What follows belongs to an exercise in optimizing a design on an open flow for small area, a short achievable clock period and few clock cycles per item; a production flow would make more cautious choices. Only simulation tests tie the RTL to the original design; equivalence was not proved.

// binomial_coefficient_unit
module binomial_coefficient_unit (
  input  logic                            clk_i,
  input  logic                            rst_ni,
  input  logic                            req_valid_i,
  output logic                            req_ready_o,
  input  logic [bcu_pkg::ArgWidth-1:0]    req_total_n_i,
  input  logic [bcu_pkg::ArgWidth-1:0]    req_choose_k_i,
  output logic                            rsp_valid_o,
  input  logic                            rsp_ready_i,
  output logic [bcu_pkg::CoefWidth-1:0]   rsp_coefficient_o,
  output logic [bcu_pkg::StatusWidth-1:0] rsp_status_o
);
  typedef enum logic [1:0] {
    StIdle  = 2'd0,
    StFirst = 2'd1,
    StMul   = 2'd2,
    StResp  = 2'd3
  } state_e;
  state_e                         state_q, state_d;
  logic [7:0]                     n_q, n_d;       
  logic [5:0]                     k_q, k_d;       
  logic [7:0]                     lo_q, lo_d;     
  logic [7:0]                     x_q, x_d;       
  logic [2:0]                     e3_q, e3_d;     
  logic [1:0]                     e5_q, e5_d;     
  logic [1:0]                     e7_q, e7_d;
  logic [1:0]                     e11_q, e11_d;
  logic [1:0]                     e13_q, e13_d;
  logic [9:0]                     pm_q, pm_d;     
  logic [7:0]                     f_q, f_d;       
  logic [7:0]                     nb_q, nb_d;     
  logic [7:0]                     nblg_q, nblg_d;  
  logic [bcu_pkg::CoefWidth-1:0]  coef_q, coef_d;
  bcu_pkg::status_e               status_q, status_d;
  logic       take;
  logic [7:0] rq_n, rq_k, rq_nk, rq_kp, rq_lo;
  logic       rq_range, rq_ovf, rq_k0, rq_k1;
  assign req_ready_o = (state_q == StIdle) || ((state_q == StResp) && rsp_ready_i);
  assign take        = req_valid_i && req_ready_o;
  logic [7:0] rq_maxk;
  logic       rq_kle;           
  always_comb begin
    rq_n     = req_total_n_i;
    rq_k     = req_choose_k_i;
    rq_nk    = rq_n - rq_k;
    rq_range = rq_k > rq_n;
    rq_kle   = rq_k <= rq_nk;
    rq_kp    = rq_kle ? rq_k : rq_nk;
    rq_lo    = rq_kle ? rq_nk : rq_k;
    rq_maxk  = bcu_pkg::max_k(rq_n);
    rq_ovf   = (rq_k > rq_maxk) && (rq_nk > rq_maxk);
    rq_k0    = (rq_k == 8'd0) || (rq_nk == 8'd0);
    rq_k1    = (rq_k == 8'd1) || (rq_nk == 8'd1);
  end
  logic [4:0] kf3, kfhi;
  logic [2:0] kf5;
  logic [1:0] kf7, kf11, kf13;
  ...
For scale: about 5700 cells after synthesis, roughly 88 I/O pins, about 36000 um2 of cells after synthesis.
export LEC_CHECK = 0
export ABC_AREA = 1
export CAP_MARGIN = 20
export CORE_MARGIN = 2
export CORE_UTILIZATION = 40
export SETUP_SLACK_MARGIN = 0.8
export SLEW_MARGIN = 20
create_clock -name core_clock -period 7.0 [get_ports {clk_i}]
run.sh (not shown) runs the stock make flow with config.mk's settings and CLKGATE_MAP_FILE= SYNTH_SCRIPT=/design/flow/synth_recipe.tcl, a recipe that flattens the netlist after the stock synthesis.
The baseline passed the timing, design-rule and antenna checks.
Testbench counts at the start, summed over its fixed seeds: cycles 6,069, requests 1,280.
Change:
Settings changed: ABC_AREA 1 to default, SETUP_SLACK_MARGIN 0.8 to default.
- via count grows by 6.2%
- non-clock buffer count came out higher by 223
Change:
Settings changed: ABC_AREA from default to 1.
Design area came out lower by roughly a tenth.
Global-route usage drops by 1.1 points.
Synthesized area came out lower by a few percent.
Flip-flop and latch count stays the same.
Critical path depth increases by 5.
Die area goes down by a few percent.
Change:
Settings changed: SETUP_SLACK_MARGIN from default to 1.5.
What happened:
- area after synthesis does not change
- global-route usage went up by 1.0 points
- worst setup slack improved by 0.43 ns
- cell area climbs by 12%
- die area stays the same
- count of clock-buffer cells in the layout decreases by 1
- register-to-register slack gains 0.43 ns
- synthesized cell count does not change

========
binomial_coefficient_unit, a different RTL version from the one above (not shown whole).
Size in the first run: roughly 5900 cells after synthesis, ~88 I/O pins, ~36000 um2 of cells after synthesis.
Design binomial_coefficient_unit, start of the top module:
module binomial_coefficient_unit (
  input  logic                            clk_i,
  input  logic                            rst_ni,
  input  logic                            req_valid_i,
  output logic                            req_ready_o,
  input  logic [bcu_pkg::ArgWidth-1:0]    req_total_n_i,
  input  logic [bcu_pkg::ArgWidth-1:0]    req_choose_k_i,
  output logic                            rsp_valid_o,
  input  logic                            rsp_ready_i,
  output logic [bcu_pkg::CoefWidth-1:0]   rsp_coefficient_o,
  output logic [bcu_pkg::StatusWidth-1:0] rsp_status_o
);
Settings: LEC_CHECK=0, ABC_AREA=1, CAP_MARGIN=20, CORE_MARGIN=2, CORE_UTILIZATION=55, PLACE_DENSITY=0.7, SETUP_SLACK_MARGIN=0.8, SLEW_MARGIN=20; clock period 7.0 ns.
Testbench counts at the start, summed over its fixed seeds: cycles 5,631, requests 1,280.
Then changed:
--- a/flow/config.mk
+++ b/flow/config.mk
@@ -11,3 +11,2 @@
-export CORE_UTILIZATION = 55
-export PLACE_DENSITY = 0.7
-export SETUP_SLACK_MARGIN = 0.8
+export CORE_UTILIZATION = 40
+export SETUP_SLACK_MARGIN = 1.1
The changed run ran to the end with no violations.
Via count grows by about 0.8%.
Hold slack stays flat.
Design area rises by 5.9%.
Wire length rose by about 7%.
Sequential share of layout area is lower by 0.46 points.
Worst setup slack improves by 120 ps.
Fmax rises by about 1.9%.
Cell count came out higher by about 6%.

[separate check: timing with driven ports]
The flow's constraints put no driver on any port. The routed layouts listed below were extracted and timed again, unchanged, in two steps. Step 1, drivers: a clkbuf_16 drives clk_i and a buf_2 each remaining input, both assumed. Step 2 times the ports against the registers' clock, not the clock port: input delays grow and output delays shrink by t, the midpoint of the rising clock arrivals with the driver on. a / b / c = no drivers / after step 1 / after step 2; a / b = the first two.
run	t (ns)	setup WS [ns]	clock arrival spread, ns
the first run of note 1	0.570	0.784 / 0.784 / 0.568	0.027 / 0.027
the second run of note 1	0.559	0.267 / 0.267 / -0.233	0.029 / 0.029
the third run of note 1	0.552	0.399 / 0.399 / 0.323	0.026 / 0.025
the fourth run of note 1	0.540	0.826 / 0.826 / 0.826	0.016 / 0.017
the first run of note 2	0.558	0.478 / 0.478 / 0.478	0.019 / 0.020
the second run of note 2	0.564	0.598 / 0.598 / 0.598	0.020 / 0.021
Met with ideal ports but missed after step 2: setup timing in the second run of note 1. The setup slack of the second run of note 1, which loses most, moves by 0.000 ns with the drivers and by -0.500 ns with both steps.
